This is an optimization exercise on Yosys and OpenROAD, whose aim is small area, a short achievable clock period and few clock cycles per item, not a production implementation. At most, simulation tests tie the RTL to the original design; equivalence was not proved. Function not checked in runs 1 to 3: the RTL went through the layout flow alone. No activity file was given, so power comes from the tool's default toggle rates.

`flow/run.sh`:
```
#!/bin/bash
# The standard layout, with the port buffers made of the smallest plain buffer
# (sky130_fd_sc_hd__buf_1) instead of the cell buffer_ports picks by itself.
set -euo pipefail
bash standard.sh synth > synth.log 2>&1
bash standard.sh BUFFER_PORTS_ARGS="-buffer_cell sky130_fd_sc_hd__buf_1" finish > layout.log 2>&1
```
`standard.sh`:
```
#!/bin/bash
# synth_recipe.tcl (not shown) runs the flow's synth.tcl, then flattens the netlist and writes it again
# the make line also repeats each setting of config.mk as NAME=value (left out here)
make -C /OpenROAD-flow-scripts/flow DESIGN_CONFIG=/design/flow/config.mk WORK_HOME=/design/flow/orfs CLKGATE_MAP_FILE= SYNTH_SCRIPT=/design/flow/synth_recipe.tcl "${@:-finish}"
```
`config.mk`:
```
export PLATFORM = sky130hd
export DESIGN_NAME = meter_telegram_line_parser_top
export DESIGN_NICKNAME = meter_telegram_line_parser_top
export VERILOG_FILES = /design/flow/design.v
export SDC_FILE = /design/flow/constraint.sdc
export NUM_CORES = 4
export LEC_CHECK = 0
export CAP_MARGIN = 20
export CORE_MARGIN = 2
export CORE_UTILIZATION = 60
export CTS_BUF_LIST = sky130_fd_sc_hd__clkbuf_8
export PLACE_DENSITY = 0.75
export SETUP_SLACK_MARGIN = 5
export SLEW_MARGIN = 20
```
`constraint.sdc`:
```
create_clock -name core_clock -period 8.0 [get_ports {clock}]
set_input_delay 1.6000 -clock core_clock [delete_from_list [all_inputs] [get_ports {clock}]]
set_output_delay 1.6000 -clock core_clock [all_outputs]
set_load 0.01 [all_outputs]
```
`design.v`:
```
   localparam int VALUE_BITS = 48;
   localparam logic [VALUE_BITS-1:0] VALUE_MAX = {VALUE_BITS{1'b1}};
   localparam logic [7:0] CHAR_NEWLINE = 8'h0A;
   localparam logic [7:0] CHAR_NUL     = 8'h00;
   localparam logic [7:0] CHAR_SLASH   = 8'h2F;
   localparam logic [7:0] CHAR_BANG    = 8'h21;
   localparam logic [7:0] CHAR_OPEN    = 8'h28;
   localparam logic [7:0] CHAR_CLOSE   = 8'h29;
   localparam logic [7:0] CHAR_STAR    = 8'h2A;
   localparam logic [7:0] CHAR_POINT   = 8'h2E;
   localparam logic [15:0] CRC_POLY = 16'hA001;
   localparam logic [15:0] CRC_INIT = 16'h0000;
   function automatic logic [15:0] crc_byte(input logic [15:0] c, input logic [7:0] b);
      logic [15:0] r;
      integer k;
      r = c ^ {8'h00, b};
      for (k = 0; k < 8; k = k + 1) begin
         r = r[0] ? ((r >> 1) ^ CRC_POLY) : (r >> 1);
      end
      crc_byte = r;
   endfunction
   function automatic logic [3:0] code_len(input logic [4:0] r);
      if (r >= 5'd1 && r <= 5'd12) code_len = 4'd9;
      else if ((r >= 5'd13 && r <= 5'd18) || r == 5'd20) code_len = 4'd10;
      else code_len = 4'd11;
   endfunction
module mtlp_crc (
   input  logic       clock,
   input  logic       reset,
   input  logic       in_fire,
   input  logic [7:0] in_byte,
   output logic       status_frozen,
   output logic       status_crc_match
);
   localparam int VALUE_BITS = 48;
   localparam logic [VALUE_BITS-1:0] VALUE_MAX = {VALUE_BITS{1'b1}};
   localparam logic [7:0] CHAR_NEWLINE = 8'h0A;
   localparam logic [7:0] CHAR_NUL     = 8'h00;
   localparam logic [7:0] CHAR_SLASH   = 8'h2F;
   localparam logic [7:0] CHAR_BANG    = 8'h21;
   localparam logic [7:0] CHAR_OPEN    = 8'h28;
   localparam logic [7:0] CHAR_CLOSE   = 8'h29;
   localparam logic [7:0] CHAR_STAR    = 8'h2A;
   localparam logic [7:0] CHAR_POINT   = 8'h2E;
   localparam logic [15:0] CRC_POLY = 16'hA001;
   localparam logic [15:0] CRC_INIT = 16'h0000;
   function automatic logic [15:0] crc_byte(input logic [15:0] c, input logic [7:0] b);
      logic [15:0] r;
      integer k;
      r = c ^ {8'h00, b};
      for (k = 0; k < 8; k = k + 1) begin
         r = r[0] ? ((r >> 1) ^ CRC_POLY) : (r >> 1);
      end
      crc_byte = r;
   endfunction
   function automatic logic [3:0] code_len(input logic [4:0] r);
      if (r >= 5'd1 && r <= 5'd12) code_len = 4'd9;
      else if ((r >= 5'd13 && r <= 5'd18) || r == 5'd20) code_len = 4'd10;
      else code_len = 4'd11;
   endfunction
   logic [15:0] crc_ff;
   logic        frozen_ff;
   logic [4:0]  eq_ff;
   logic [2:0]  cnt_ff;
   logic [15:0] crc_next;
   logic       hex_valid;
   logic [3:0] hex_val;
   always_comb begin
      hex_valid = 1'b0;
      hex_val   = in_byte[3:0];
      if (in_byte >= 8'h30 && in_byte <= 8'h39) begin
         hex_valid = 1'b1;
      end else if ((in_byte >= 8'h41 && in_byte <= 8'h46) ||
                   (in_byte >= 8'h61 && in_byte <= 8'h66)) begin
         hex_valid = 1'b1;
         hex_val   = in_byte[3:0] + 4'd9;
      end
   end
   assign crc_next = crc_byte((in_byte == CHAR_SLASH) ? CRC_INIT : crc_ff, in_byte);
   always_ff @(posedge clock) begin
      if (reset) begin
         crc_ff    <= CRC_INIT;
         frozen_ff <= 1'b0;
      end else if (in_fire) begin
         if (in_byte == CHAR_NEWLINE && frozen_ff) begin
            crc_ff    <= CRC_INIT;
            frozen_ff <= 1'b0;
         end else if (in_byte == CHAR_SLASH || !frozen_ff) begin
            crc_ff    <= crc_next;
            frozen_ff <= (in_byte == CHAR_BANG);
         end
      end
   end
   logic [4:0] eq_cur;
   assign eq_cur = (cnt_ff == 3'd0) ? {1'b1, crc_ff[15:12] == 4'h0, crc_ff[15:8] == 8'h00,
                                       crc_ff[15:4] == 12'h000, crc_ff == 16'h0000}
                                    : eq_ff;
   always_ff @(posedge clock) begin
      if (in_fire) begin
         if (!frozen_ff) begin
            cnt_ff <= 3'd0;
         end else if (!cnt_ff[2]) begin
            eq_ff <= eq_cur;
            if (hex_valid) begin
               cnt_ff   <= cnt_ff + 3'd1;
               eq_ff[0] <= eq_cur[1] && (crc_ff[3:0] == hex_val);
               eq_ff[1] <= eq_cur[2] && (crc_ff[7:4] == hex_val);
               eq_ff[2] <= eq_cur[3] && (crc_ff[11:8] == hex_val);
               eq_ff[3] <= eq_cur[4] && (crc_ff[15:12] == hex_val);
               eq_ff[4] <= eq_cur[4] && (hex_val == 4'h0);
            end else begin
               cnt_ff <= 3'd4;
            end
         end
      end
   end
   assign status_frozen    = frozen_ff;
   assign status_crc_match = eq_cur[0];
endmodule
module mtlp_line (
   input  logic        clock,
   input  logic        reset,
   input  logic        in_fire,
   input  logic [7:0]  in_byte,
   input  logic        crc_frozen,
   input  logic        crc_match,
   input  logic        in_sync,
   output logic        hold_off,
   output logic        out_valid,
   input  logic        out_ready,
   output logic        out_kind,
   output logic [4:0]  out_field_id,
   output logic [47:0] out_value,
   output logic        out_checksum_ok
);
   localparam int VALUE_BITS = 48;
   localparam logic [VALUE_BITS-1:0] VALUE_MAX = {VALUE_BITS{1'b1}};
   localparam logic [7:0] CHAR_NEWLINE = 8'h0A;
   localparam logic [7:0] CHAR_NUL     = 8'h00;
   localparam logic [7:0] CHAR_SLASH   = 8'h2F;
   localparam logic [7:0] CHAR_BANG    = 8'h21;
   localparam logic [7:0] CHAR_OPEN    = 8'h28;
   localparam logic [7:0] CHAR_CLOSE   = 8'h29;
   localparam logic [7:0] CHAR_STAR    = 8'h2A;
   localparam logic [7:0] CHAR_POINT   = 8'h2E;
   localparam logic [15:0] CRC_POLY = 16'hA001;
   localparam logic [15:0] CRC_INIT = 16'h0000;
   function automatic logic [15:0] crc_byte(input logic [15:0] c, input logic [7:0] b);
      logic [15:0] r;
      integer k;
      r = c ^ {8'h00, b};
      for (k = 0; k < 8; k = k + 1) begin
         r = r[0] ? ((r >> 1) ^ CRC_POLY) : (r >> 1);
      end
      crc_byte = r;
   endfunction
   function automatic logic [3:0] code_len(input logic [4:0] r);
      if (r >= 5'd1 && r <= 5'd12) code_len = 4'd9;
      else if ((r >= 5'd13 && r <= 5'd18) || r == 5'd20) code_len = 4'd10;
      else code_len = 4'd11;
   endfunction
   logic [4:0]  cnt_ff;
   logic [3:0]  pos_ff;
   logic [4:0]  r_ff;
   logic        alive_ff;      
   logic        hit_ff;        
   logic        open_ff, closed_ff, bad_ff, point_ff, stopped_ff;
   logic [1:0]  frac_ff;
   logic [4:0]  tlen_ff;
   assign pos_ff  = cnt_ff[3:0];
   assign tlen_ff = cnt_ff;
   logic [47:0] acc_ff;
   logic        valid_ff, scaling_ff, kind_ff, ok_ff;
   logic        fam_ff;        
   logic        hit, unit, good, star;
   logic [4:0]  hit_id;
   logic        is_digit, is_end, is_newline, is_open;
   logic        step;
   logic [3:0]  step_digit;
   logic [47:0] acc_step;
   assign hit    = hit_ff;
   assign hit_id = r_ff;
   assign unit   = hit && (hit_id >= 5'd1) && (hit_id <= 5'd18);
   assign star   = unit;
   assign good   = open_ff && closed_ff && !bad_ff && !tlen_ff[4];
   assign is_newline = (in_byte == CHAR_NEWLINE);
   assign is_open    = (in_byte == CHAR_OPEN);
   assign is_digit   = (in_byte >= 8'h30) && (in_byte <= 8'h39);
   assign is_end     = (in_byte == (star ? CHAR_STAR : CHAR_CLOSE));
   logic busy;
   assign busy     = valid_ff || scaling_ff;
   assign hold_off = busy && (in_sync || (cnt_ff == 5'd4 && !open_ff));
   assign step_digit = scaling_ff ? 4'd0 : in_byte[3:0];
   mtlp_scale u_mul (
      .in_value  (acc_step_src),
      .in_digit  (step_digit),
      .out_value (acc_step)
   );
   logic [47:0] acc_step_src;
   assign acc_step_src = acc_ff;
   logic take_digit;
   assign take_digit = in_fire && !is_newline && !is_open && open_ff && !closed_ff && !is_end &&
                       is_digit && (!point_ff || (star && frac_ff != 2'd3 && !stopped_ff));
   logic       dig, dot, m;
   logic [3:0] dv;
   logic [4:0] r_next;
   assign dig = (in_byte[7:4] == 4'h3) && (in_byte[3:0] <= 4'd9);
   assign dv  = in_byte[3:0];
   assign dot = (in_byte == CHAR_POINT);
   logic done_next;
   assign done_next = (pos_ff == 4'd8 && r_ff != 5'd0 && r_ff <= 5'd12) ||
                      (pos_ff == 4'd9 && ((r_ff >= 5'd13 && r_ff <= 5'd18) ||
                                          (r_ff == 5'd19 && dv == 4'd9))) ||
                      (pos_ff == 4'd10);
   always_comb begin
      m      = 1'b0;
      r_next = r_ff;
      case (pos_ff)
         4'd0: m = dig && dv <= 4'd1;
         4'd1: m = (in_byte == 8'h2D);
         4'd2: m = dig && dv == 4'd0;
         4'd3: m = (in_byte == 8'h3A);
         4'd4: begin
            if (!fam_ff) begin
               m      = dig && dv == 4'd9;
               r_next = 5'd0;
            end else begin
               m = dig && (dv == 4'd1 || dv == 4'd2 || dv == 4'd3 || dv == 4'd5 || dv == 4'd7);
               case (dv)
                  4'd2:    r_next = 5'd6;
                  4'd3:    r_next = 5'd13;
                  4'd5:    r_next = 5'd14;
                  4'd7:    r_next = 5'd15;
                  default: r_next = 5'd1;
               endcase
            end
         end
         4'd5: begin
            if (r_ff == 5'd0) m = dig && dv == 4'd6;
            else if (r_ff == 5'd1 || r_ff == 5'd6) m = dot;
            else begin
               m = dig && (dv == 4'd1 || dv == 4'd2);
               if (dv == 4'd1) r_next = r_ff + 5'd3;
            end
         end
         4'd6: begin
            if (r_ff == 5'd1 || r_ff == 5'd6) begin
               m = dig && (dv == 4'd7 || dv == 4'd8);
               if (dv == 4'd7) r_next = (r_ff == 5'd1) ? 5'd11 : 5'd12;
            end else m = dot;
         end
         4'd7: begin
            if (r_ff == 5'd0) begin
               m = dig && (dv == 4'd1 || dv == 4'd7);
               if (dv == 4'd7) r_next = 5'd19;
            end else if (r_ff <= 5'd12) m = dot;
            else if (r_ff >= 5'd16) m = dig && dv == 4'd7;
            else begin
               m = dig && (dv == 4'd7 || dv == 4'd3);
               if (dv == 4'd3) r_next = r_ff + 5'd8;
            end
         end
         4'd8: begin
            if (r_ff == 5'd0) m = dig && dv == 4'd4;
            else if (r_ff == 5'd19) m = dot;
            else if (r_ff == 5'd1 || r_ff == 5'd6) begin
               m = dig && dv <= 4'd4;
               r_next = r_ff + {1'b0, dv};
            end else if (r_ff <= 5'd12) m = dig && dv == 4'd0;
            else if (r_ff <= 5'd18) m = dot;
            else begin
               m = dig && (dv == 4'd2 || dv == 4'd6);
               if (dv == 4'd6) r_next = r_ff + 5'd3;
            end
         end
         4'd9: begin
            if (r_ff == 5'd19) begin
               m = dig && (dv == 4'd2 || dv == 4'd9);
               if (dv == 4'd9) r_next = 5'd20;
            end else if (r_ff >= 5'd13 && r_ff <= 5'd18) m = dig && dv == 4'd0;
            else m = dot;
         end
         default: m = dig && (dv == ((r_ff == 5'd19) ? 4'd1 : 4'd0));
      endcase
   end
   always_ff @(posedge clock) begin
      if (reset) begin
         cnt_ff   <= 5'd0;
         r_ff     <= 5'd0;
         fam_ff   <= 1'b0;
         alive_ff <= 1'b1;
         hit_ff   <= 1'b0;
         open_ff  <= 1'b0;
      end else if (in_fire) begin
         if (is_newline) begin
            cnt_ff   <= 5'd0;
            if (crc_frozen) r_ff <= 5'd0;    
            alive_ff <= 1'b1;
            hit_ff   <= 1'b0;
            open_ff  <= 1'b0;
         end else begin
            if (is_open) cnt_ff <= 5'd0;
            else if (!open_ff) begin
               if (pos_ff != 4'd15) cnt_ff <= cnt_ff + 5'd1;
            end else if (!closed_ff && !is_end && !cnt_ff[4]) cnt_ff <= cnt_ff + 5'd1;
            if (alive_ff && !hit) begin
               alive_ff <= m;
               hit_ff   <= m && done_next;
               r_ff     <= r_next;
               if (pos_ff == 4'd0) fam_ff <= dv[0];
            end
            if (is_open) open_ff <= 1'b1;
         end
      end
   end
   always_ff @(posedge clock) begin
      if (in_fire && !is_newline) begin
         if (is_open) begin
            stopped_ff <= 1'b0;
            point_ff   <= 1'b0;
            bad_ff     <= 1'b0;
            closed_ff  <= 1'b0;
         end else if (!open_ff) begin
         end else if (closed_ff) begin
            if (is_end) bad_ff <= 1'b1;
         end else if (is_end) begin
            closed_ff <= 1'b1;
         end else begin
            if (is_digit) begin
            end else if (in_byte == CHAR_POINT || in_byte == CHAR_NUL) begin
               if (point_ff || in_byte == CHAR_NUL) stopped_ff <= stopped_ff || star;
               point_ff <= 1'b1;
            end else begin
               bad_ff <= 1'b1;
            end
         end
      end
   end
   logic emit, emit_verdict, emit_field;
   assign emit_verdict = in_fire && is_newline && crc_frozen;
   assign emit_field   = in_fire && is_newline && !crc_frozen && hit;
   always_ff @(posedge clock) begin
      if ((in_fire && is_open) || emit_verdict || (emit_field && !good)) begin
         acc_ff  <= 48'd0;
      end else if (take_digit || scaling_ff) begin
         acc_ff  <= acc_step;
      end
      if (in_fire && is_open && !is_newline) begin
         frac_ff <= 2'd0;
      end else if ((take_digit && point_ff) || scaling_ff) begin
         frac_ff <= frac_ff + 2'd1;
      end
   end
   always_ff @(posedge clock) begin
      if (reset) begin
         valid_ff   <= 1'b0;
         scaling_ff <= 1'b0;
      end else begin
         if (valid_ff && out_ready) valid_ff <= 1'b0;
         if (scaling_ff && frac_ff == 2'd2) begin
            scaling_ff <= 1'b0;
            valid_ff   <= 1'b1;
         end
         if (emit_verdict || emit_field) begin
            if (emit_field && good && unit && frac_ff != 2'd3) scaling_ff <= 1'b1;
            else valid_ff <= 1'b1;
         end
      end
   end
   always_ff @(posedge clock) begin
      if (emit_verdict || emit_field) begin
         kind_ff <= emit_verdict;
         ok_ff   <= emit_verdict && crc_match;
      end
   end
   assign out_valid       = valid_ff;
   assign out_kind        = kind_ff;
   assign out_field_id    = r_ff;
   assign out_value       = acc_ff;
   assign out_checksum_ok = ok_ff;
endmodule
module mtlp_scale (
   input  logic [47:0] in_value,
   input  logic [3:0]  in_digit,
   output logic [47:0] out_value
);
   localparam int VALUE_BITS = 48;
   localparam logic [VALUE_BITS-1:0] VALUE_MAX = {VALUE_BITS{1'b1}};
   localparam logic [7:0] CHAR_NEWLINE = 8'h0A;
   localparam logic [7:0] CHAR_NUL     = 8'h00;
   localparam logic [7:0] CHAR_SLASH   = 8'h2F;
   localparam logic [7:0] CHAR_BANG    = 8'h21;
   localparam logic [7:0] CHAR_OPEN    = 8'h28;
   localparam logic [7:0] CHAR_CLOSE   = 8'h29;
   localparam logic [7:0] CHAR_STAR    = 8'h2A;
   localparam logic [7:0] CHAR_POINT   = 8'h2E;
   localparam logic [15:0] CRC_POLY = 16'hA001;
   localparam logic [15:0] CRC_INIT = 16'h0000;
   function automatic logic [15:0] crc_byte(input logic [15:0] c, input logic [7:0] b);
      logic [15:0] r;
      integer k;
      r = c ^ {8'h00, b};
      for (k = 0; k < 8; k = k + 1) begin
         r = r[0] ? ((r >> 1) ^ CRC_POLY) : (r >> 1);
      end
      crc_byte = r;
   endfunction
   function automatic logic [3:0] code_len(input logic [4:0] r);
      if (r >= 5'd1 && r <= 5'd12) code_len = 4'd9;
      else if ((r >= 5'd13 && r <= 5'd18) || r == 5'd20) code_len = 4'd10;
      else code_len = 4'd11;
   endfunction
   localparam int W = 45;
   localparam logic [47:0] TENTH = 48'h1999_9999_9999;    
   logic [2:0]   lo;
   logic         c1, c3, cin;
   logic [W-1:0] a, b, s;
   logic [W-1:0] g, p, p0;
   logic         ovf;
   assign lo[0] = in_digit[0];
   assign lo[1] = in_digit[1] ^ in_value[0];
   assign c1    = in_digit[1] & in_value[0];
   assign lo[2] = in_digit[2] ^ in_value[1] ^ c1;
   assign c3    = (in_digit[2] & in_value[1]) | (c1 & (in_digit[2] ^ in_value[1]));
   assign cin   = c3 | in_digit[3];
   assign a = in_value[44:0];
   assign b = in_value[46:2];
   always_comb begin
      p0 = a ^ b;
      g  = a & b;
      p  = p0;
      for (int i = 1; (1 << i) <= W; i++) begin
         for (int j = (1 << i) - 1; j < W; j += (1 << i)) begin
            g[j] = g[j] | (p[j] & g[j - (1 << (i - 1))]);
            p[j] = p[j] & p[j - (1 << (i - 1))];
         end
      end
      for (int i = $clog2(W); i > 0; i--) begin
         for (int j = (1 << i) + (1 << (i - 1)) - 1; j < W; j += (1 << i)) begin
            g[j] = g[j] | (p[j] & g[j - (1 << (i - 1))]);
            p[j] = p[j] & p[j - (1 << (i - 1))];
         end
      end
      s = p0 ^ {g[W-2:0] | (p[W-2:0] & {(W-1){cin}}), cin};
   end
   assign ovf = (in_value > TENTH) || (in_value == TENTH && in_digit >= 4'd6);
   assign out_value = ovf ? VALUE_MAX : {s, lo};
endmodule
module meter_telegram_line_parser_top #(
   parameter int VALUE_CHARS = 15
) (
   input  logic        clock,
   input  logic        reset,
   input  logic        req_tvalid,
   output logic        req_tready,
   input  logic [7:0]  req_tdata,    
   output logic        rsp_tvalid,
   input  logic        rsp_tready,
   output logic [55:0] rsp_tdata,    
   output logic        rsp_tuser     
);
   localparam int VALUE_BITS = 48;
   localparam logic [VALUE_BITS-1:0] VALUE_MAX = {VALUE_BITS{1'b1}};
   localparam logic [7:0] CHAR_NEWLINE = 8'h0A;
   localparam logic [7:0] CHAR_NUL     = 8'h00;
   localparam logic [7:0] CHAR_SLASH   = 8'h2F;
   localparam logic [7:0] CHAR_BANG    = 8'h21;
   localparam logic [7:0] CHAR_OPEN    = 8'h28;
   localparam logic [7:0] CHAR_CLOSE   = 8'h29;
   localparam logic [7:0] CHAR_STAR    = 8'h2A;
   localparam logic [7:0] CHAR_POINT   = 8'h2E;
   localparam logic [15:0] CRC_POLY = 16'hA001;
   localparam logic [15:0] CRC_INIT = 16'h0000;
   function automatic logic [15:0] crc_byte(input logic [15:0] c, input logic [7:0] b);
      logic [15:0] r;
      integer k;
      r = c ^ {8'h00, b};
      for (k = 0; k < 8; k = k + 1) begin
         r = r[0] ? ((r >> 1) ^ CRC_POLY) : (r >> 1);
      end
      crc_byte = r;
   endfunction
   function automatic logic [3:0] code_len(input logic [4:0] r);
      if (r >= 5'd1 && r <= 5'd12) code_len = 4'd9;
      else if ((r >= 5'd13 && r <= 5'd18) || r == 5'd20) code_len = 4'd10;
      else code_len = 4'd11;
   endfunction
   logic       in_valid_ff;
   logic [7:0] in_byte_ff;
   logic       in_sync_ff;     
   logic       hold_off;
   logic       fire;
   logic       crc_frozen;
   logic       crc_match;
   logic        out_kind;
   logic [4:0]  out_field_id;
   logic [47:0] out_value;
   logic        out_checksum_ok;
   assign fire       = in_valid_ff && !hold_off;
   assign req_tready = !in_valid_ff || !hold_off;
   always_ff @(posedge clock) begin
      if (reset) begin
         in_valid_ff <= 1'b0;
      end else if (req_tready) begin
         in_valid_ff <= req_tvalid;
      end
   end
   always_ff @(posedge clock) begin
      if (req_tready) begin
         in_byte_ff <= req_tdata;
         in_sync_ff <= (req_tdata == CHAR_NEWLINE) || (req_tdata == CHAR_OPEN);
      end
   end
   mtlp_crc u_crc (
      .clock            (clock),
      .reset            (reset),
      .in_fire          (fire),
      .in_byte          (in_byte_ff),
      .status_frozen    (crc_frozen),
      .status_crc_match (crc_match)
   );
   mtlp_line u_line (
      .clock           (clock),
      .reset           (reset),
      .in_fire         (fire),
      .in_byte         (in_byte_ff),
      .crc_frozen      (crc_frozen),
      .crc_match       (crc_match),
      .in_sync         (in_sync_ff),
      .hold_off        (hold_off),
      .out_valid       (rsp_tvalid),
      .out_ready       (rsp_tready),
      .out_kind        (out_kind),
      .out_field_id    (out_field_id),
      .out_value       (out_value),
      .out_checksum_ok (out_checksum_ok)
   );
   assign rsp_tdata = {2'b00, out_checksum_ok, out_value, out_field_id};
   assign rsp_tuser = out_kind;
endmodule
```
==> results of run 1 <==
==> cells in the mapped netlist, types with 6 or more instances <==
cell | instances | area share (%)
xnor2_1 | 43 | 4.4
inv_1 | 28 | 1.2
o211ai_1 | 6 | 0.52
xor2_1 | 37 | 3.8
nor3b_1 | 7 | 0.61
a21o_1 | 8 | 0.70
nand3_1 | 28 | 1.6
or2_2 | 6 | 0.44
o21ai_1 | 12 | 0.70
edfxtp_1 | 23 | 8.0
and3_1 | 12 | 0.87
mux2i_1 | 7 | 0.82
a22oi_1 | 19 | 1.7
a21oi_1 | 105 | 6.1
nand2_1 | 79 | 3.5
nor3_1 | 30 | 1.7
nand2b_1 | 13 | 0.95
o21ai_0 | 78 | 4.5
or3_1 | 7 | 0.51
nor2_1 | 93 | 4.1
dfxtp_1 | 84 | 20
clkbuf_1 | 34 | 1.5
o22ai_1 | 8 | 0.58
nor2b_1 | 12 | 0.87
buf_2 | 17 | 0.99
nand4_1 | 15 | 1.1
nor4_1 | 9 | 0.66
and2_1 | 8 | 0.58
a211oi_1 | 6 | 0.52
o21a_1 | 13 | 1.1
ha_1 | 70 | 10
a31oi_1 | 19 | 1.4
==> worst reg2reg max path, delay by kind of cell (launching register included) <==
kind            cells  cell delay [ns]
compound gates      5             0.93
xor+xnor            1             0.14
fa+ha+maj           2             0.52
buf+inv             2             0.30
flops               1             0.48
simple gates        3             0.59
==> layout make-up <==
type,count,area (um^2)
clock inverter,7,51.3
fill,1101,4040
multi-input combinational,868,6270
timing repair buffer,121,711
clock buffer,9,124
sequential,107,2400
tap,180,225
inverter,29,111
==> per-layer routing <==
layer	track usage, %	up-vias	share of wire, %	wire length, um
met2	51.3	394	47	11700
met1	42.9	4006	43	10700
li1	-	4087	-	-
met5	0	-	0	0
met3	5.72	53	7.4	1830
met4	14.4	0	2.6	656
==> flip-flops by register name, indices dropped and copies added (netlist names), 2 cells and up <==
| signal | count |
|---|---|
| u_crc.crc_ff | 16 |
| u_crc.eq_ff | 5 |
| u_line.frac_ff | 2 |
| u_line.acc_ff | 48 |
| in_byte_ff | 8 |
| u_crc.cnt_ff | 3 |
| u_line.cnt_ff | 5 |
| u_line.r_ff | 5 |
==> cells by family after synthesis <==
| kind of cell | after synthesis | synth area share, % |
|---|---|---|
| flip-flops | 107 | 27.6 |
| buffers and inverters | 89 | 4.53 |
| XOR/XNOR | 83 | 8.89 |
| multiplexers | 7 | 0.816 |
| AO/OA/AOI/OAI | 348 | 25.9 |
| AND/OR/NAND/NOR | 353 | 21.3 |
| other | 1 | 0.0437 |
| adder cells (fa/ha/maj) | 73 | 10.9 |
==> power by group through the flow <==
stage          logic, mW  clock network (mW)  registers [mW]
2_1_floorplan      0.403                   0           0.646
3_3_place_gp       0.490                   0           0.658
3_5_place_dp       0.496                   0           0.659
4_1_cts            0.537               0.329           0.643
5_1_grt            0.642               0.351           0.650
6_report           0.583               0.323           0.645
==> per-stage QoR <==
| stage | cells | utilization, % | hold slack, ns |
|---|---|---|---|
| floorplan | 1062 | - | 0.436 |
| detailed placement | 1256 | 63.6 | 0.455 |
| global route | 1321 | 71.0 | 0.507 |
| CTS | 1307 | 68.8 | 0.481 |
| global placement | 1256 | 63.6 | 0.450 |
| finish | 1321 | 71.0 | 0.480 |
==> final timing paths <==
| check | endpoint | slack [ns] | cells after the start |
|---|---|---|---|
| hold / removal | u_line.alive_ff | 0.48 | 1 |
| setup / recovery | u_line.acc_ff[33] | 4.97 | 13 |
| setup reg to reg | u_line.acc_ff[33] | 4.97 | 13 |
| hold reg to reg | u_line.alive_ff | 0.48 | 1 |
==> repair_timing <==
action	in CTS	in global routing
hold buffers	0	0
gates cloned	3	0
resized for setup	67	40
setup buffers	32	14
pin swaps	17	32
setup endpoints to repair	79	58
==> impl_metrics.ini, run 1 <==
[finish]
final_cell_mix = a21oi_1 (99), nor2_1 (90), nand2_1 (77)
area_growth_pct = 15.1
final_common_cell = a21oi_1
stdcell_area_um2 = 9890
n_antenna_cell = 0
drive_gt1_share_pct = 14.1
nNetsFinal = 1221

[detailed_routing]
via_count = 8540
routedWlPerCell_um = 18.9
via_per_inst = 6.46
drt_first_pass_iters = 8
dr.first_iter.drc_count = 881
wirelength_mm = 24.9
antenna_left = 0
drc_errors = 0

[floorplanning]
die_h_um = 124
core_area_um2 = 13900
initial_core_util_pct = 61.6
rows = 43
io_pins = 71
die-area_um2 = 15300
fp.dieW_um = 124

[min_path]
min_path_type = reg -> reg
hold_path.startpoint = u_line.alive_ff

[power]
clockPowerShare_pct = 20.8
power_mw = 1.55
seqPwrFrac_pct = 41.6
combinationalPowerShare_pct = 37.6
leakage_nw = 3.81
p_int_mw = 0.966
power_density_nw_per_um2 = 157
ir_drop_mv = 0.149
p_switching_mw = 0.584
switching_share_pct = 37.7

[clocking]
numClockSinks = 107
cts_tree = done
cts_made_buffers = 9
clk_latency_ns = 0.40
cts_max_level = 3
root_buffer = clkbuf_8
clkTransAtPathRegs_ns = 0.11
cts_buffer_depth = 2

[grt]
antenna_found_initial = 0
grt_pass1_wl_mm = 38.6
grt_usage_pct = 32.3
grt_pass1_vias = 7602
grt_max_degree = 47
overflow = 0

[timing]
fin_crit_sh_pct = 37.9
fin_tns_setup_ns = 0
setup-violations-final = 0
worstMarginPinSlew_ns = 0.916
slew_violations = 0
fmax_mhz = 330
max-slew-margin-rel_pct = 38.4
period_minus_slack_ns = 3.03
hold_viol = 0
grt_setup_unrepaired = yes
fin_ws_ns = 4.97
clock_skew_ns = 0.0134

[worst_setup_path]
cpPeakStageDelay_ns = 0.48
critPathTopFamily = compound AO/OA/AOI/OAI gates
cp-startpoint = in_byte_ff[1]
cp-end-kind = flop
path_class = reg -> reg
crit_chain = inv_2 > nor2_4 > ha_4 > fa_2 > o2111ai_4 > a211oi_4 > buf_4 > o21a_4 > or3b_4 > o311ai_4 > nand2b_1 > xnor2_1 > a21oi_1
critPathBufInv = 2
path_max_fanout = 4
required_ns = 8.33
cp.arrival_ns = 3.36
cp-start-kind = flop
r2r-start = in_byte_ff[1]
slowest_stage = edfxtp_1

[job]
cap_violations = 0

[synthesis]
synth_async_sr_flop_share_pct = 0
ys_warn_count = 4
syn_area_um2 = 8590
yosysUniqueCellTypes = 90
postSynthAreaPerCell_um2 = 8.10
ys_seq_area_share_pct = 27.6
synth-seq-cells = 107
synth_edf_count = 23
synthFlopType = dfxtp_1
synthCells = 1061

[status]
status = no timing/DRC/antenna violations

[placement]
place_area_um2 = 8870
gp_congestion = 0.949
dp_hpwl_mm = 16.5
io_buffers = 68
detailedPlace.worstSlack_ns = 3.67
==> run 2, diff against run 1 <==
--- a/design.v
+++ b/design.v
@@ -126,4 +126,4 @@
    input  logic        crc_match,
-   input  logic        in_sync,
-   output logic        hold_off,
+   input  logic        sync_next,
+   output logic        hold_next,
    output logic        out_valid,
@@ -175,2 +175,3 @@
    logic        hit, unit, good, star;
+   logic        emit_verdict, emit_field;
    logic [4:0]  hit_id;
@@ -189,5 +190,10 @@
    assign is_end     = (in_byte == (star ? CHAR_STAR : CHAR_CLOSE));
-   logic busy;
-   assign busy     = valid_ff || scaling_ff;
-   assign hold_off = busy && (in_sync || (cnt_ff == 5'd4 && !open_ff));
+   assign emit_verdict = in_fire && is_newline && crc_frozen;
+   assign emit_field   = in_fire && is_newline && !crc_frozen && hit;
+   logic busy_next, pos4_next;
+   assign busy_next = !reset && ((valid_ff && !out_ready) || scaling_ff || emit_verdict ||
+                                 emit_field);
+   assign pos4_next = in_fire ? (!is_newline && !is_open && !open_ff && cnt_ff == 5'd3)
+                              : (cnt_ff == 5'd4 && !open_ff);
+   assign hold_next = busy_next && (sync_next || pos4_next);
    assign step_digit = scaling_ff ? 4'd0 : in_byte[3:0];
@@ -338,5 +344,2 @@
    end
-   logic emit, emit_verdict, emit_field;
-   assign emit_verdict = in_fire && is_newline && crc_frozen;
-   assign emit_field   = in_fire && is_newline && !crc_frozen && hit;
    always_ff @(posedge clock) begin
@@ -490,3 +493,6 @@
    logic       in_sync_ff;     
-   logic       hold_off;
+   logic       ready_ff;       
+   logic       in_valid_next;
+   logic       sync_next;
+   logic       hold_next;
    logic       fire;
@@ -498,10 +504,11 @@
    logic        out_checksum_ok;
-   assign fire       = in_valid_ff && !hold_off;
-   assign req_tready = !in_valid_ff || !hold_off;
+   assign fire       = in_valid_ff && ready_ff;
+   assign req_tready = ready_ff;
+   assign in_valid_next = !reset && (req_tready ? req_tvalid : in_valid_ff);
+   assign sync_next     = req_tready ? (req_tdata == CHAR_NEWLINE || req_tdata == CHAR_OPEN)
+                                     : in_sync_ff;
    always_ff @(posedge clock) begin
-      if (reset) begin
-         in_valid_ff <= 1'b0;
-      end else if (req_tready) begin
-         in_valid_ff <= req_tvalid;
-      end
+      in_valid_ff <= in_valid_next;
+      in_sync_ff  <= sync_next;
+      ready_ff    <= reset || !in_valid_next || !hold_next;
    end
@@ -510,3 +517,2 @@
          in_byte_ff <= req_tdata;
-         in_sync_ff <= (req_tdata == CHAR_NEWLINE) || (req_tdata == CHAR_OPEN);
       end
@@ -528,4 +534,4 @@
       .crc_match       (crc_match),
-      .in_sync         (in_sync_ff),
-      .hold_off        (hold_off),
+      .sync_next       (sync_next),
+      .hold_next       (hold_next),
       .out_valid       (rsp_tvalid),
==> impl_metrics.ini, run 2 <==
[timing]
fin_tns_setup_ns = 0
period_minus_slack_ns = 3.00
fmax_mhz = 333
worstMarginPinSlew_ns = 0.807
hold_viol = 0
slew_violations = 0
grt_setup_unrepaired = yes
whs_ns = 0.479
max-slew-margin-rel_pct = 45.7
clock_skew_ns = 0.0142
setup-violations-final = 0
fin_crit_sh_pct = 37.5

[synthesis]
yosysUniqueCellTypes = 98
synth_top_area_share_pct = 20.1
synthFlopType = dfxtp_1
yosysMostFrequentCell = a21oi_1
synth_async_sr_flop_share_pct = 0
netlist_top_cells_count = a21oi_1 (118), nor2_1 (90), dfxtp_1 (86)
postSynthAreaPerCell_um2 = 8.19
syn_area_um2 = 8560
synth_area_leaders = dfxtp_1 (20%), ha_1 (10%), edfxtp_1 (7.7%), a21oi_1 (6.9%), xnor2_1 (4.7%)
synth-seq-cells = 108
synth_area_leader_cell = dfxtp_1
synthCells = 1045
ys_seq_area_share_pct = 27.8
synth_edf_count = 22
ys_warn_count = 4

[detailed_routing]
drt_first_pass_iters = 5
dr.first_iter.drc_count = 734
antenna_left = 0
via_per_inst = 6.26
via_count = 8107
routedWlPerCell_um = 17.3
wirelength_mm = 22.4
drc_errors = 0

[worst_setup_path]
cpPeakStageDelay_ns = 0.44
required_ns = 8.30
crit_chain = inv_2 > nor2_1 > ha_2 > fa_2 > nor2_2 > a21oi_2 > a41o_2 > a41oi_4 > o21ai_4 > a21o_1 > a21o_1 > a221oi_2 > xor2_1 > a21oi_1
cp.arrival_ns = 3.30
cp-end-kind = flop
cp-startpoint = in_byte_ff[1]
path_max_fanout = 5
r2r-start = in_byte_ff[1]
critPathTopFamily = compound AO/OA/AOI/OAI gates
critPathBufInv = 1
path_class = reg -> reg
slowest_stage = edfxtp_1
cp-start-kind = flop
cp_common_cell = a21o_1

[grt]
grt_usage_pct = 28.5
grt_pass1_vias = 7188
overflow = 0
grt_pass1_wl_mm = 34.9
grt_max_degree = 47
antenna_found_initial = 0

[clocking]
cts_made_buffers = 9
cts_max_level = 3
clk_latency_ns = 0.40
cts_buffer_depth = 2
cts_tree = done
numClockSinks = 108
clkTransAtPathRegs_ns = 0.11
root_buffer = clkbuf_8

[finish]
n_antenna_cell = 0
filler_cell_count = 1204
largest_reg_flops = 48
area_growth_pct = 11.1
top_register = u_line.acc_ff
nNetsFinal = 1196
top_regs = u_line.acc_ff (48), u_crc.crc_ff (16), in_byte_ff (8)
final_common_cell = a21oi_1
drive_gt1_share_pct = 12.8
final_cell_mix = a21oi_1 (111), nor2_1 (88), nand2_1 (84)

[placement]
dp_hpwl_mm = 15.4
gp_congestion = 0.948
io_buffers = 68

[power]
ir_drop_mv = 0.145
leakage_nw = 3.72
power_density_nw_per_um2 = 161

[min_path]
hold_path.startpoint = u_line.alive_ff
min_path_type = reg -> reg

[job]
cap_violations = 0

[floorplanning]
rows = 43
core_area_um2 = 13900
io_pins = 71
die_h_um = 123
die-area_um2 = 15200
fp.dieW_um = 123
initial_core_util_pct = 61.4

[status]
status = no timing/DRC/antenna violations
## run 2: cell types whose count changed after synthesis, moves of 6 or more
| cell | before | now |
|---|---|---|
| o21a_1 | 13 | 6 |
| nand3_1 | 28 | 39 |
| o21ai_0 | 78 | 36 |
| a21oi_1 | 105 | 118 |
| a22oi_1 | 19 | 1 |
| buf_4 | 5 | 12 |
| a21o_1 | 8 | 20 |
| nand2_1 | 79 | 85 |
| nor3_1 | 30 | 23 |
| o21ai_1 | 12 | 44 |
| clkbuf_1 | 34 | 25 |
## run 2: worst reg2reg max path, cell delays in order, from the launching register on
cell      delay [ns]
edfxtp_1        0.44
inv_2           0.11
nor2_1          0.05
ha_2            0.18
fa_2            0.35
nor2_2          0.12
a21oi_2         0.06
a41o_2          0.29
a41oi_4         0.28
o21ai_4         0.12
a21o_1          0.20
a21o_1          0.23
a221oi_2        0.25
xor2_1          0.17
a21oi_1         0.07
## run 2: path summary, 6_finish.rpt
path | end | slack, ns | cells past startpoint
setup reg to reg | u_line.acc_ff[30] | 5.00 | 14
hold reg to reg | u_line.alive_ff | 0.48 | 2
hold / removal | u_line.alive_ff | 0.48 | 2
setup / recovery | u_line.acc_ff[30] | 5.00 | 14
## run 2: timing repair
action	in CTS	in global routing
hold buffers	0	0
setup endpoints to repair	62	55
gates resized for setup	21	42
pin swaps	2	31
buffers inserted	5	28
gates cloned	0	1
## run 2: area by class of cell
cell class	count	area, um^2	area share (%)
multi-input combinational	849	5950	62.5
sequential	108	2400	25.3
timing repair buffer	110	613	6.45
tap	180	225	2.37
clock buffer	9	124	1.30
inverter	32	124	1.30
clock inverter	7	75.1	0.789
## run 2: report_power, final
| part | leakage (nW) | internal, mW | switching (mW) |
|---|---|---|---|
| clock | 0.0992 | 0.147 | 0.209 |
| sequential | 0.934 | 0.589 | 0.0564 |
| combinational | 2.69 | 0.240 | 0.289 |
| total | 3.72 | 0.976 | 0.555 |
## run 2: stage by stage
step,power (mW),cells,setup WS [ns],utilization (%),cell area (um^2)
after floorplan,1.03,1046,4.91,-,8610
after global routing,1.62,1295,4.83,68.3,9510
after global placement,1.12,1245,4.55,63.2,8810
final,1.53,1295,5.00,68.3,9510
after detailed placement,1.13,1245,4.44,63.2,8810
after CTS,1.49,1266,4.90,65.5,9130
## run 2: layer usage
| metal | part of all wire, % | GRT usage (%) |
|---|---|---|
| met5 | 0 | 0 |
| met3 | 5.4 | 4.57 |
| met2 | 49 | 49.7 |
| met1 | 44 | 36.6 |
| met4 | 1.7 | 7.32 |
## run 2: logic make-up (layout without fill, tap and decap cells)
family	count (synthesis)	after routing	synth area share, %
XOR/XNOR	89	89	9.28
buffers and inverters	89	158	5.04
flip-flops	108	108	27.8
adder cells (fa/ha/maj)	74	74	11.1
AO/OA/AOI/OAI	331	331	24.8
multiplexers	9	9	1.21
other	1	2	0.0438
AND/OR/NAND/NOR	344	344	20.7
==> run 3, diff against run 2 <==
==> flow/run.sh (replaced) <==
#!/bin/bash
set -euo pipefail
bash standard.sh synth > synth.log 2>&1
bash standard.sh BUFFER_PORTS_ARGS="-buffer_cell sky130_fd_sc_hd__buf_1" SETUP_SLACK_MARGIN=5.3 finish > layout.log 2>&1
==> impl_metrics.ini, run 3 <==
[detailed_routing]
wirelength_mm = 24.4
via_per_inst = 6.38
drt_first_pass_iters = 8
drc_errors = 0
routedWlPerCell_um = 18.2
dr.first_iter.drc_count = 817
via_count = 8542
antenna_left = 0

[min_path]
hold_end = in_sync_ff
hold_path.startpoint = in_sync_ff
min_path_type = reg -> reg
holdPathStages = 2

[power]
power_mw = 1.62
power_density_nw_per_um2 = 157
leakage_nw = 4.10
ir_drop_mv = 0.0925

[finish]
nNetsFinal = 1239
drive_gt1_share_pct = 21.3
n_antenna_cell = 0
final_cell_mix = a21oi_1 (105), nor2_1 (80), nand2_1 (79)
top_register = u_line.acc_ff
area_growth_pct = 21.1
largest_reg_flops = 48
top_regs = u_line.acc_ff (48), u_crc.crc_ff (16), in_byte_ff (8)
final_common_cell = a21oi_1
filler_cell_count = 1025

[grt]
grt_pass1_vias = 7578
grt_pass1_wl_mm = 37.8
grt_usage_pct = 31.1
overflow = 0
grt_max_degree = 43
antenna_found_initial = 0

[status]
status = no timing/DRC/antenna violations

[worst_setup_path]
worst_r2r_endpoint = u_line.acc_ff[46]
crit_chain = inv_2 > nor2_4 > ha_4 > fa_2 > nor2_2 > a21oi_2 > a41o_1 > a41o_4 > a211oi_4 > nor2_4 > a221oi_4 > o21bai_1 > xnor2_1 > a21oi_1
r2r_cells = 14
slowest_stage = edfxtp_1
cp-end-kind = flop
critPathBufInv = 1
r2r-start = in_byte_ff[1]
path_max_fanout = 5
cp.arrival_ns = 3.29
path_class = reg -> reg
cpPeakStageDelay_ns = 0.44
cp_common_cell = nor2_4
critPathTopFamily = compound AO/OA/AOI/OAI gates
required_ns = 8.29
reg2reg_slack_ns = 5.00
cp-start-kind = flop

[synthesis]
synth_compound_area_share_pct = 24.8
netlist_top_cells_count = a21oi_1 (118), nor2_1 (90), dfxtp_1 (86)
synth_mux_area_share_pct = 1.21
synthCells = 1045
postSynthAreaPerCell_um2 = 8.19
synth_area_leader_cell = dfxtp_1
syn_area_um2 = 8560
yosys.area_share.simple_pct = 20.7
ys_seq_area_share_pct = 27.8
yosysUniqueCellTypes = 98
synth_async_sr_flop_share_pct = 0
yosys.area_share.adder_pct = 11.1
synth_top_family_by_area = compound AO/OA/AOI/OAI gates
synth_edf_count = 22
synth-seq-cells = 108
synth-xor-area-share_pct = 9.28
yosysMostFrequentCell = a21oi_1
synthFlopType = dfxtp_1
synth_area_leaders = dfxtp_1 (20%), ha_1 (10%), edfxtp_1 (7.7%), a21oi_1 (6.9%), xnor2_1 (4.7%)
synth_top_area_share_pct = 20.1
ys_warn_count = 4

[placement]
io_buffers = 68
detailedPlace.worstSlack_ns = 4.09
dp_hpwl_mm = 15.3
gp_congestion = 0.932

[timing]
period_minus_slack_ns = 3.00
fmax_mhz = 333
hold_viol = 0
grt_setup_unrepaired = yes
worstMarginPinSlew_ns = 1.12
fin_ws_ns = 5.00
clock_skew_ns = 0.0164
max-slew-margin-rel_pct = 25.6
fin_tns_setup_ns = 0
setup-violations-final = 0
fin_crit_sh_pct = 37.5
whs_ns = 0.484
slew_violations = 0

[floorplanning]
rows = 43
fp.dieW_um = 123
io_pins = 71
die_h_um = 123
initial_core_util_pct = 61.4
core_area_um2 = 13900
die-area_um2 = 15200

[clocking]
cts_made_buffers = 9
cts_hold_buffers = 0
cts_buffer_depth = 2
cts_max_level = 3
clk_latency_ns = 0.40
root_buffer = clkbuf_8
numClockSinks = 108
clkTransAtPathRegs_ns = 0.11
cts_tree = done

[job]
cap_violations = 0
-- run 3: cell count changes in the layout (fill, tap and decap cells not counted), sizes merged --
cell,previous run,this run
buf,109,151
clkinv,5,4
bufbuf,0,1
inv,31,33
clkinvlp,2,1
nor2,93,94
bufinv,1,0
-- run 3: cells by family (layout without fill, tap and decap cells) --
family	count (synthesis)	in the layout
xor+xnor	89	89
other cells	1	2
flops	108	108
compound gates	331	331
mux	9	9
simple gates	344	345
buf+inv	89	200
fa+ha+maj	74	74
-- run 3: where the power goes --
group	total [mW]	leakage, nW	internal, mW	switching (mW)
Sequential	0.647	0.935	0.589	0.0583
Clock	0.320	0.0951	0.120	0.200
Combinational	0.657	3.07	0.315	0.342
-- run 3: worst max path at each step --
stage                           start                end  cells past startpoint
floorplan               in_byte_ff[2]  u_line.acc_ff[46]                     15
global placement        in_byte_ff[1]  u_line.acc_ff[19]                     12
detailed placement      in_byte_ff[1]  u_line.acc_ff[19]                     12
CTS                     in_byte_ff[1]  u_line.acc_ff[18]                     15
global route        u_line.acc_ff[27]  u_line.acc_ff[46]                     11
finish                  in_byte_ff[1]  u_line.acc_ff[46]                     14
-- run 3: tightest hold or removal path: cells and delay by family, from the launching register on --
kind | cells | cell delay (ns)
AOI/OAI and AO/OA | 1 | 0.08
buffers and inverters | 1 | 0.04
DFF | 1 | 0.31
-- run 3: repair_timing --
action	in CTS	in global routing
resized for setup	90	80
hold endpoints to repair	0	0
buffers inserted	48	28
pin swaps	51	35
gates cloned	3	0
endpoints found under the setup margin	100	71
-- run 3: area by class of cell --
class                   count  area (um^2)  share of cell area, %
inverters                  32          126                   1.22
flip-flops and latches    108         2420                   23.4
clock inverters             6         33.8                  0.326
multi-input cells         850         6390                   61.7
repair buffers            152         1020                   9.88
well taps                 180          225                   2.17
clock buffers              10          138                   1.33
-- run 3: per-stage QoR --
step / cells / util, % / instance area, um^2
CTS: 1310 / 70.5 / 9830
global route: 1338 / 74.4 / 10400
detailed placement: 1243 / 63.3 / 8830
floorplan: 1046 / - / 8640
finish: 1338 / 74.4 / 10400
global placement: 1243 / 63.3 / 8830
-- run 3: layer usage --
layer | track usage (%) | up-vias | wire (um)
met5 | 0 | - | 0
met4 | 11.2 | 0 | 816
met3 | 6.46 | 82 | 1630
met2 | 51.4 | 380 | 11900
met1 | 40.1 | 4047 | 10000
li1 | - | 4033 | -
==> run 4, diff against run 3 <==
--- a/design.v
+++ b/design.v
@@ -67,14 +67,9 @@
    logic [3:0] hex_val;
-   always_comb begin
-      hex_valid = 1'b0;
-      hex_val   = in_byte[3:0];
-      if (in_byte >= 8'h30 && in_byte <= 8'h39) begin
-         hex_valid = 1'b1;
-      end else if ((in_byte >= 8'h41 && in_byte <= 8'h46) ||
-                   (in_byte >= 8'h61 && in_byte <= 8'h66)) begin
-         hex_valid = 1'b1;
-         hex_val   = in_byte[3:0] + 4'd9;
-      end
-   end
-   assign crc_next = crc_byte((in_byte == CHAR_SLASH) ? CRC_INIT : crc_ff, in_byte);
+   logic is_dec, is_let;
+   assign is_dec    = (in_byte[7:4] == 4'h3) && (in_byte[3:0] <= 4'd9);
+   assign is_let    = (in_byte[7:4] == 4'h4 || in_byte[7:4] == 4'h6) &&
+                      (in_byte[3:0] != 4'd0) && (in_byte[3:0] <= 4'd6);
+   assign hex_valid = is_dec || is_let;
+   assign hex_val   = is_let ? {1'b1, in_byte[2:0] + 3'd1} : in_byte[3:0];
+   assign crc_next = (in_byte == CHAR_SLASH) ? 16'hDC41 : crc_byte(crc_ff, in_byte);
    always_ff @(posedge clock) begin
@@ -93,6 +88,2 @@
    end
-   logic [4:0] eq_cur;
-   assign eq_cur = (cnt_ff == 3'd0) ? {1'b1, crc_ff[15:12] == 4'h0, crc_ff[15:8] == 8'h00,
-                                       crc_ff[15:4] == 12'h000, crc_ff == 16'h0000}
-                                    : eq_ff;
    always_ff @(posedge clock) begin
@@ -100,12 +91,16 @@
          if (!frozen_ff) begin
-            cnt_ff <= 3'd0;
+            cnt_ff   <= 3'd0;
+            eq_ff[0] <= (crc_next == 16'h0000);
+            eq_ff[1] <= (crc_next[15:4] == 12'h000);
+            eq_ff[2] <= (crc_next[15:8] == 8'h00);
+            eq_ff[3] <= (crc_next[15:12] == 4'h0);
+            eq_ff[4] <= 1'b1;
          end else if (!cnt_ff[2]) begin
-            eq_ff <= eq_cur;
             if (hex_valid) begin
                cnt_ff   <= cnt_ff + 3'd1;
-               eq_ff[0] <= eq_cur[1] && (crc_ff[3:0] == hex_val);
-               eq_ff[1] <= eq_cur[2] && (crc_ff[7:4] == hex_val);
-               eq_ff[2] <= eq_cur[3] && (crc_ff[11:8] == hex_val);
-               eq_ff[3] <= eq_cur[4] && (crc_ff[15:12] == hex_val);
-               eq_ff[4] <= eq_cur[4] && (hex_val == 4'h0);
+               eq_ff[0] <= eq_ff[1] && (crc_ff[3:0] == hex_val);
+               eq_ff[1] <= eq_ff[2] && (crc_ff[7:4] == hex_val);
+               eq_ff[2] <= eq_ff[3] && (crc_ff[11:8] == hex_val);
+               eq_ff[3] <= eq_ff[4] && (crc_ff[15:12] == hex_val);
+               eq_ff[4] <= eq_ff[4] && (hex_val == 4'h0);
             end else begin
@@ -117,3 +112,3 @@
    assign status_frozen    = frozen_ff;
-   assign status_crc_match = eq_cur[0];
+   assign status_crc_match = eq_ff[0];
 endmodule
@@ -220,72 +215,51 @@
                       (pos_ff == 4'd10);
+   logic [9:0]  dd;
+   logic        dash, colon;
+   logic [10:0] pp;
+   always_comb begin
+      for (int k = 0; k < 10; k++) dd[k] = dig && dv == 4'(k);
+      for (int k = 0; k < 11; k++) pp[k] = (pos_ff == 4'(k));
+   end
+   assign dash  = (in_byte == 8'h2D);
+   assign colon = (in_byte == 8'h3A);
+   logic r0, r19, r1o6, r11o12, r13_15, r16_18, r21_23, r13_18, rhi;
+   assign r0     = (r_ff == 5'd0);
+   assign r19    = (r_ff == 5'd19);
+   assign r1o6   = (r_ff == 5'd1) || (r_ff == 5'd6);
+   assign r11o12 = (r_ff == 5'd11) || (r_ff == 5'd12);
+   assign r13_15 = (r_ff >= 5'd13) && (r_ff <= 5'd15);
+   assign r16_18 = (r_ff >= 5'd16) && (r_ff <= 5'd18);
+   assign r13_18 = r13_15 || r16_18;
+   assign r21_23 = (r_ff >= 5'd21) && (r_ff <= 5'd23);
+   assign rhi    = (r_ff >= 5'd21);
+   assign m = (pp[0] && (dd[0] || dd[1])) || (pp[1] && dash) || (pp[2] && dd[0]) ||
+              (pp[3] && colon) ||
+              (pp[4] && (fam_ff ? (dd[1] || dd[2] || dd[3] || dd[5] || dd[7]) : dd[9])) ||
+              (pp[5] && ((r0 && dd[6]) || (r1o6 && dot) || (r13_15 && (dd[1] || dd[2])))) ||
+              (pp[6] && (r1o6 ? (dd[7] || dd[8]) : dot)) ||
+              (pp[7] && ((r0 && (dd[1] || dd[7])) || ((r1o6 || r11o12) && dot) ||
+                         (r16_18 && dd[7]) || (r13_15 && (dd[7] || dd[3])))) ||
+              (pp[8] && ((r0 && dd[4]) || ((r19 || r13_18) && dot) ||
+                         (r1o6 && (dd[0] || dd[1] || dd[2] || dd[3] || dd[4])) ||
+                         (r11o12 && dd[0]) || (r21_23 && (dd[2] || dd[6])))) ||
+              (pp[9] && ((r19 && (dd[2] || dd[9])) || (r13_18 && dd[0]) ||
+                         ((r0 || rhi) && dot))) ||
+              (pp[10] && (r19 ? dd[1] : dd[0]));
    always_comb begin
-      m      = 1'b0;
       r_next = r_ff;
-      case (pos_ff)
-         4'd0: m = dig && dv <= 4'd1;
-         4'd1: m = (in_byte == 8'h2D);
-         4'd2: m = dig && dv == 4'd0;
-         4'd3: m = (in_byte == 8'h3A);
-         4'd4: begin
-            if (!fam_ff) begin
-               m      = dig && dv == 4'd9;
-               r_next = 5'd0;
-            end else begin
-               m = dig && (dv == 4'd1 || dv == 4'd2 || dv == 4'd3 || dv == 4'd5 || dv == 4'd7);
-               case (dv)
-                  4'd2:    r_next = 5'd6;
-                  4'd3:    r_next = 5'd13;
-                  4'd5:    r_next = 5'd14;
-                  4'd7:    r_next = 5'd15;
-                  default: r_next = 5'd1;
-               endcase
-            end
-         end
-         4'd5: begin
-            if (r_ff == 5'd0) m = dig && dv == 4'd6;
-            else if (r_ff == 5'd1 || r_ff == 5'd6) m = dot;
-            else begin
-               m = dig && (dv == 4'd1 || dv == 4'd2);
-               if (dv == 4'd1) r_next = r_ff + 5'd3;
-            end
-         end
-         4'd6: begin
-            if (r_ff == 5'd1 || r_ff == 5'd6) begin
-               m = dig && (dv == 4'd7 || dv == 4'd8);
-               if (dv == 4'd7) r_next = (r_ff == 5'd1) ? 5'd11 : 5'd12;
-            end else m = dot;
-         end
-         4'd7: begin
-            if (r_ff == 5'd0) begin
-               m = dig && (dv == 4'd1 || dv == 4'd7);
-               if (dv == 4'd7) r_next = 5'd19;
-            end else if (r_ff <= 5'd12) m = dot;
-            else if (r_ff >= 5'd16) m = dig && dv == 4'd7;
-            else begin
-               m = dig && (dv == 4'd7 || dv == 4'd3);
-               if (dv == 4'd3) r_next = r_ff + 5'd8;
-            end
-         end
-         4'd8: begin
-            if (r_ff == 5'd0) m = dig && dv == 4'd4;
-            else if (r_ff == 5'd19) m = dot;
-            else if (r_ff == 5'd1 || r_ff == 5'd6) begin
-               m = dig && dv <= 4'd4;
-               r_next = r_ff + {1'b0, dv};
-            end else if (r_ff <= 5'd12) m = dig && dv == 4'd0;
-            else if (r_ff <= 5'd18) m = dot;
-            else begin
-               m = dig && (dv == 4'd2 || dv == 4'd6);
-               if (dv == 4'd6) r_next = r_ff + 5'd3;
-            end
-         end
-         4'd9: begin
-            if (r_ff == 5'd19) begin
-               m = dig && (dv == 4'd2 || dv == 4'd9);
-               if (dv == 4'd9) r_next = 5'd20;
-            end else if (r_ff >= 5'd13 && r_ff <= 5'd18) m = dig && dv == 4'd0;
-            else m = dot;
-         end
-         default: m = dig && (dv == ((r_ff == 5'd19) ? 4'd1 : 4'd0));
-      endcase
+      if (pp[4]) begin
+         if (!fam_ff) r_next = 5'd0;
+         else if (dd[2]) r_next = 5'd6;
+         else if (dd[3]) r_next = 5'd13;
+         else if (dd[5]) r_next = 5'd14;
+         else if (dd[7]) r_next = 5'd15;
+         else r_next = 5'd1;
+      end
+      if (pp[5] && dd[1]) r_next = {3'b100, r_ff[1:0] - 2'd1};             
+      if (pp[6] && dd[7]) r_next = r_ff[0] ? 5'd11 : 5'd12;                 
+      if (pp[7] && dd[7] && r0) r_next = 5'd19;
+      if (pp[7] && dd[3]) r_next = {2'b10, r_ff[2:0]};                      
+      if (pp[8] && r1o6) r_next = r_ff + {1'b0, dv};                        
+      if (pp[8] && dd[6] && rhi) r_next = {3'b110, r_ff[1:0] - 2'd1};       
+      if (pp[9] && dd[9]) r_next = 5'd20;
    end
==> flow/run.sh (replaced) <==
#!/bin/bash
# The standard layout, with the port buffers made of the smallest plain buffer
# (sky130_fd_sc_hd__buf_1) instead of the cell buffer_ports picks by itself.
set -euo pipefail
bash standard.sh synth > synth.log 2>&1
bash standard.sh BUFFER_PORTS_ARGS="-buffer_cell sky130_fd_sc_hd__buf_1" finish > layout.log 2>&1
--- a/config.mk
+++ b/config.mk
@@ -9,5 +9,5 @@
 export CORE_MARGIN = 2
-export CORE_UTILIZATION = 60
+export CORE_UTILIZATION = 70
 export CTS_BUF_LIST = sky130_fd_sc_hd__clkbuf_8
-export PLACE_DENSITY = 0.75
+export PLACE_DENSITY = 0.85
 export SETUP_SLACK_MARGIN = 5
==> impl_metrics.ini, run 4 <==
[synthesis]
synth_area_leader_cell = dfxtp_1
syn_area_um2 = 8010
yosysUniqueCellTypes = 79
synthCells = 975
ys_seq_area_share_pct = 29.8
synth_area_leaders = dfxtp_1 (22%), ha_1 (10%), edfxtp_1 (8.3%), a21oi_1 (7.2%), xor2_1 (4.5%)
ys_warn_count = 4
yosysMostFrequentCell = a21oi_1
netlist_top_cells_count = a21oi_1 (115), dfxtp_1 (86), nor2_1 (77)
synth_edf_count = 22
synth_async_sr_flop_share_pct = 0
synth-seq-cells = 108
postSynthAreaPerCell_um2 = 8.21
synth_top_area_share_pct = 21.5
synthFlopType = dfxtp_1

[detailed_routing]
via_count = 7974
routedWlPerCell_um = 19.4
dr_wl_met2_mm = 10.8
dr.first_iter.drc_count = 976
wirelength_mm = 22.8
antenna_left = 0
drc_errors = 0
wl_met1_mm = 9.03
wl_met3_mm = 2.10
drt_first_pass_iters = 6
via_per_inst = 6.78
routed.top_layer = met4

[timing]
period_minus_slack_ns = 2.99
fin_tns_setup_ns = 0
worstMarginPinSlew_ns = 0.751
fin_crit_sh_pct = 37.4
grt_setup_unrepaired = yes
fmax_mhz = 334
whs_ns = 0.485
max-slew-margin-rel_pct = 49.6
clock_skew_ns = 0.0184
slew_violations = 0
hold_viol = 0
setup-violations-final = 0

[worst_setup_path]
worst_r2r_endpoint = u_line.r_ff[4]
cpPeakStageDelay_ns = 0.61
slowest_stage = nand4bb_1
cp-startpoint = in_byte_ff[7]
crit_chain = nand4bb_1 > nor3_4 > nand4_1 > and2_1 > nand2_1 > o21ai_1 > a311o_1 > a21oi_1
cp.arrival_ns = 3.32
crit_end = u_line.r_ff[4]
cp-start-kind = flop
r2r_cells = 8
required_ns = 8.33
cp-end-kind = flop
r2r-start = in_byte_ff[7]
path_class = reg -> reg
reg2reg_slack_ns = 5.01
path_max_fanout = 8

[power]
leakage_nw = 3.43
ir_drop_mv = 0.150
p_switching_mw = 0.551
p_int_mw = 1.00
seqPwrFrac_pct = 41.9
power_mw = 1.55
combinationalPowerShare_pct = 33.3
switching_share_pct = 35.5
clockPowerShare_pct = 24.8
power_density_nw_per_um2 = 174

[placement]
dp_hpwl_mm = 14.9
io_buffers = 68
dpl.cell_count = 1139
gp_congestion = 0.957

[finish]
final_util_pct = 79.1
n_antenna_cell = 0
area_growth_pct = 11.3
top_register = u_line.acc_ff
final_cells = 1176
largest_reg_flops = 48
final_cell_mix = a21oi_1 (110), dfxtp_1 (75), nor2_1 (74)
final_common_cell = a21oi_1
nNetsFinal = 1107
drive_gt1_share_pct = 11.1
top_regs = u_line.acc_ff (48), u_crc.crc_ff (16), in_byte_ff (8)

[clocking]
cts_tree = done
clk_latency_ns = 0.41
clkTransAtPathRegs_ns = 0.10
numClockSinks = 108
cts_buffer_depth = 2
cts_made_buffers = 9
cts_max_level = 3
root_buffer = clkbuf_8

[min_path]
hold_path.startpoint = u_line.alive_ff
min_path_type = reg -> reg
holdPathStages = 1

[floorplanning]
die-area_um2 = 12300
core_area_um2 = 11300
die_h_um = 111
fp.dieW_um = 111
initial_core_util_pct = 71.0
rows = 39
io_pins = 71

[grt]
grt_pass1_vias = 7330
grt_max_degree = 49
antenna_found_initial = 0
grt_usage_pct = 35.7
overflow = 0
grt_pass1_wl_mm = 36.4

[status]
status = no timing/DRC/antenna violations

[job]
cap_violations = 0
==> run 4: changes by cell type after synthesis, sizes merged, moves of 5 or more <==
cell	before	now
inv	30	25
nand2	85	62
a21o	20	8
buf	32	18
a21oi	121	116
o211a	1	6
nor2b	13	20
o21a	6	11
xnor2	48	39
ha	71	64
nor2	93	78
o21ai	81	75
clkbuf	25	34
==> run 4: area by class of cell <==
cell class                      instances  area [um^2]
Tap cell                              143          179
Multi-Input combinational cell        793         5570
Clock inverter                          6         85.1
Inverter                               25         93.8
Clock buffer                           10          138
Sequential cell                       108         2400
Timing Repair Buffer                   91          439
Fill cell                             756         2360
==> run 4: layer usage <==
layer,vias up,track usage [%]
met2,471,57.7
met4,0,17.5
met1,3702,46.9
li1,3712,-
met3,89,5.25
met5,-,0
==> run 4: cell families after synthesis <==
group                    Yosys count  synth area share (%)
AND/OR/NAND/NOR                  318                  20.5
AO/OA/AOI/OAI                    313                  24.4
flip-flops                       108                  29.8
XOR/XNOR                          80                  9.03
buffers and inverters             77                  4.09
adder cells (fa/ha/maj)           67                  10.8
multiplexers                      11                  1.39
other                              1                0.0468
==> run 4: what timing repair did <==
item / in CTS / in global routing
hold buffers: 0 / 0
setup endpoints to repair: 86 / 61
buffers inserted: 12 / 7
cloned: 2 / 0
resized for setup: 26 / 39
pin swaps: 9 / 16
==> run 4: worst min path at each step <==
stage	slack, ns	to
floorplan	0.43	u_line.alive_ff
global placement	0.44	u_line.alive_ff
detailed placement	0.45	u_line.alive_ff
CTS	0.47	u_line.alive_ff
global route	0.50	u_line.alive_ff
finish	0.49	u_line.alive_ff
==> run 4: per-stage QoR <==
stage          setup slack [ns]  instance area (um^2)
2_1_floorplan              5.01                  8020
3_3_place_gp               4.20                  8250
3_5_place_dp               4.10                  8250
4_1_cts                    5.00                  8700
5_1_grt                    4.91                  8910
6_report                   5.01                  8910
==> run 4: power groups by stage <==
stage	logic, mW	clock network, mW	registers, mW
finish	0.517	0.385	0.650
floorplan	0.366	0	0.654
global route	0.575	0.408	0.655
global placement	0.451	0	0.663
CTS	0.483	0.381	0.648
detailed placement	0.463	0	0.664
==> run 4: worst max-delay path: cells and delay by family (launching register included) <==
kind / cells / cell delay, ns
AO/OA/AOI/OAI: 3 / 0.65
flip-flops: 1 / 0.55
AND/OR/NAND/NOR: 5 / 1.72
Testbench counts of run 4, summed over its fixed seeds: cycles 65,003, bytes 64,983.
==> run 5, diff against run 4 <==
--- a/config.mk
+++ b/config.mk
@@ -9,5 +9,6 @@
 export CORE_MARGIN = 2
-export CORE_UTILIZATION = 70
+export CORE_UTILIZATION = 60
 export CTS_BUF_LIST = sky130_fd_sc_hd__clkbuf_8
-export PLACE_DENSITY = 0.85
+export GPL_TIMING_DRIVEN = 1
+export PLACE_DENSITY = 0.75
 export SETUP_SLACK_MARGIN = 5
==> impl_metrics.ini, run 5 <==
[detailed_routing]
drc_errors = 0
wirelength_mm = 22.0
dr.first_iter.drc_count = 748
drt_first_pass_iters = 5
via_per_inst = 6.36

[synthesis]
syn_area_um2 = 8010
synth-seq-cells = 108
ys_seq_area_share_pct = 29.8
synth_compound_area_share_pct = 24.4
synth_edf_count = 22
synth-xor-area-share_pct = 9.03
yosysUniqueCellTypes = 79
postSynthAreaPerCell_um2 = 8.21
synth_top_area_share_pct = 21.5
synth_area_leaders = dfxtp_1 (22%), ha_1 (10%), edfxtp_1 (8.3%), a21oi_1 (7.2%), xor2_1 (4.5%)
yosysMostFrequentCell = a21oi_1
yosys.area_share.adder_pct = 10.8
netlist_top_cells_count = a21oi_1 (115), dfxtp_1 (86), nor2_1 (77)
synth_top_family_by_area = compound AO/OA/AOI/OAI gates
yosys.area_share.simple_pct = 20.5

[power]
leakage_nw = 3.46
power_density_nw_per_um2 = 166
ir_drop_mv = 0.143
power_mw = 1.49

[timing]
fin_tns_setup_ns = 0
setup-violations-final = 0
worstMarginPinSlew_ns = 0.718
fin_crit_sh_pct = 36.7
max-slew-margin-rel_pct = 51.8
fin_ws_ns = 5.06
period_minus_slack_ns = 2.94
grt_setup_unrepaired = yes
hold_viol = 0

[clocking]
numClockSinks = 108
cts_tree = done
root_buffer = clkbuf_8
cts_made_buffers = 9
cts_buffer_depth = 2
cts_max_level = 3

[placement]
detailedPlace.worstSlack_ns = 4.11
io_buffers = 68
dp_hpwl_mm = 15.1

[min_path]
min_path_type = reg -> reg

[worst_setup_path]
path_max_fanout = 8
crit_chain = nor3_1 > and4b_2 > nand2_1 > a21oi_1 > o21ai_2 > a21oi_1 > mux2i_1 > nor2_1
cp-end-kind = flop
cp.arrival_ns = 3.21
slowest_stage = edfxtp_1
path_class = reg -> reg

[finish]
top_register = u_line.acc_ff
n_antenna_cell = 0
largest_reg_flops = 48
area_growth_pct = 12.3
drive_gt1_share_pct = 12.2
top_regs = u_line.acc_ff (48), u_crc.crc_ff (16), in_byte_ff (8)
final_cell_mix = a21oi_1 (108), nor2_1 (74), dfxtp_1 (74)
final_util_pct = 68.4

[grt]
grt_usage_pct = 30.9
overflow = 0
grt_pass1_wl_mm = 35.9
grt_max_degree = 49
antenna_found_initial = 0
grt_pass1_vias = 7291

[floorplanning]
fp.dieW_um = 120
core_area_um2 = 13100
io_pins = 71
die-area_um2 = 14300
rows = 42
die_h_um = 120

[status]
status = no timing/DRC/antenna violations

[job]
cap_violations = 0
[run 5: area by class of cell]
type / count / area [um^2]
Tap cell: 176 / 220
Clock buffer: 9 / 124
Fill cell: 1114 / 4150
Sequential cell: 108 / 2400
Clock inverter: 7 / 65.1
Inverter: 25 / 93.8
Timing Repair Buffer: 95 / 469
Multi-Input combinational cell: 793 / 5610
[run 5: worst paths after layout]
check | to | depth (start not counted) | slack, ns | startpoint
max | u_line.r_ff[0] | 8 | 5.06 | in_byte_ff[6]
min | u_line.alive_ff | 1 | 0.48 | u_line.alive_ff
max reg2reg | u_line.r_ff[0] | 8 | 5.06 | in_byte_ff[6]
min reg2reg | u_line.alive_ff | 1 | 0.48 | u_line.alive_ff
[run 5: timing repair]
item | CTS | global route
hold buffers | 0 | 0
pin swaps | 13 | 11
hold endpoints to repair | 0 | 0
gates resized for setup | 35 | 39
endpoints found under the setup margin | 85 | 61
buffers inserted | 16 | 5
cloned | 2 | 0
[run 5: cells by family (layout without fill, tap and decap cells)]
logic type / after synthesis / in the layout
compound gates: 313 / 315
xor+xnor: 80 / 80
fa+ha+maj: 67 / 67
buf+inv: 77 / 136
flops: 108 / 108
mux: 11 / 11
other cells: 1 / 2
simple gates: 318 / 318
[run 5: stage by stage]
stage | hold WS, ns | area, um^2 | cells
after CTS | 0.483 | 8780 | 1208
final | 0.485 | 8990 | 1213
after global routing | 0.526 | 8990 | 1213
after detailed placement | 0.456 | 8300 | 1174
after floorplan | 0.428 | 8020 | 976
after global placement | 0.436 | 8300 | 1174
[run 5: power by group]
part | total [mW] | internal (mW) | leakage [nW] | switching (mW)
clock | 0.333 | 0.122 | 0.0961 | 0.212
sequential | 0.650 | 0.592 | 0.928 | 0.0577
combinational | 0.510 | 0.225 | 2.43 | 0.285
total | 1.49 | 0.939 | 3.46 | 0.555
[run 5: layer usage]
layer  vias up  global-route usage, %  wire length (um)
met5         -                      0                 0
met4         0                   13.9               870
met3        70                   5.28              1530
met2       355                   49.9             10300
met1      3565                   40.6              9370
li1       3720                      -                 -
[run 5: worst max-delay path, delay by kind of cell, from the launching register on]
| kind | cells | cell delay (ns) |
|---|---|---|
| and+or+nand+nor | 4 | 1.27 |
| muxes | 1 | 0.26 |
| AOI/OAI and AO/OA | 3 | 0.73 |
| DFF | 1 | 0.56 |

Check on run 5: ideal ports give 5.064 ns setup slack; a clkbuf_16 on the clock port and buf_2 on the inputs give 5.064 ns; moving port delays by the midpoint clock arrival (0.429 ns) as well gives 5.064 ns.
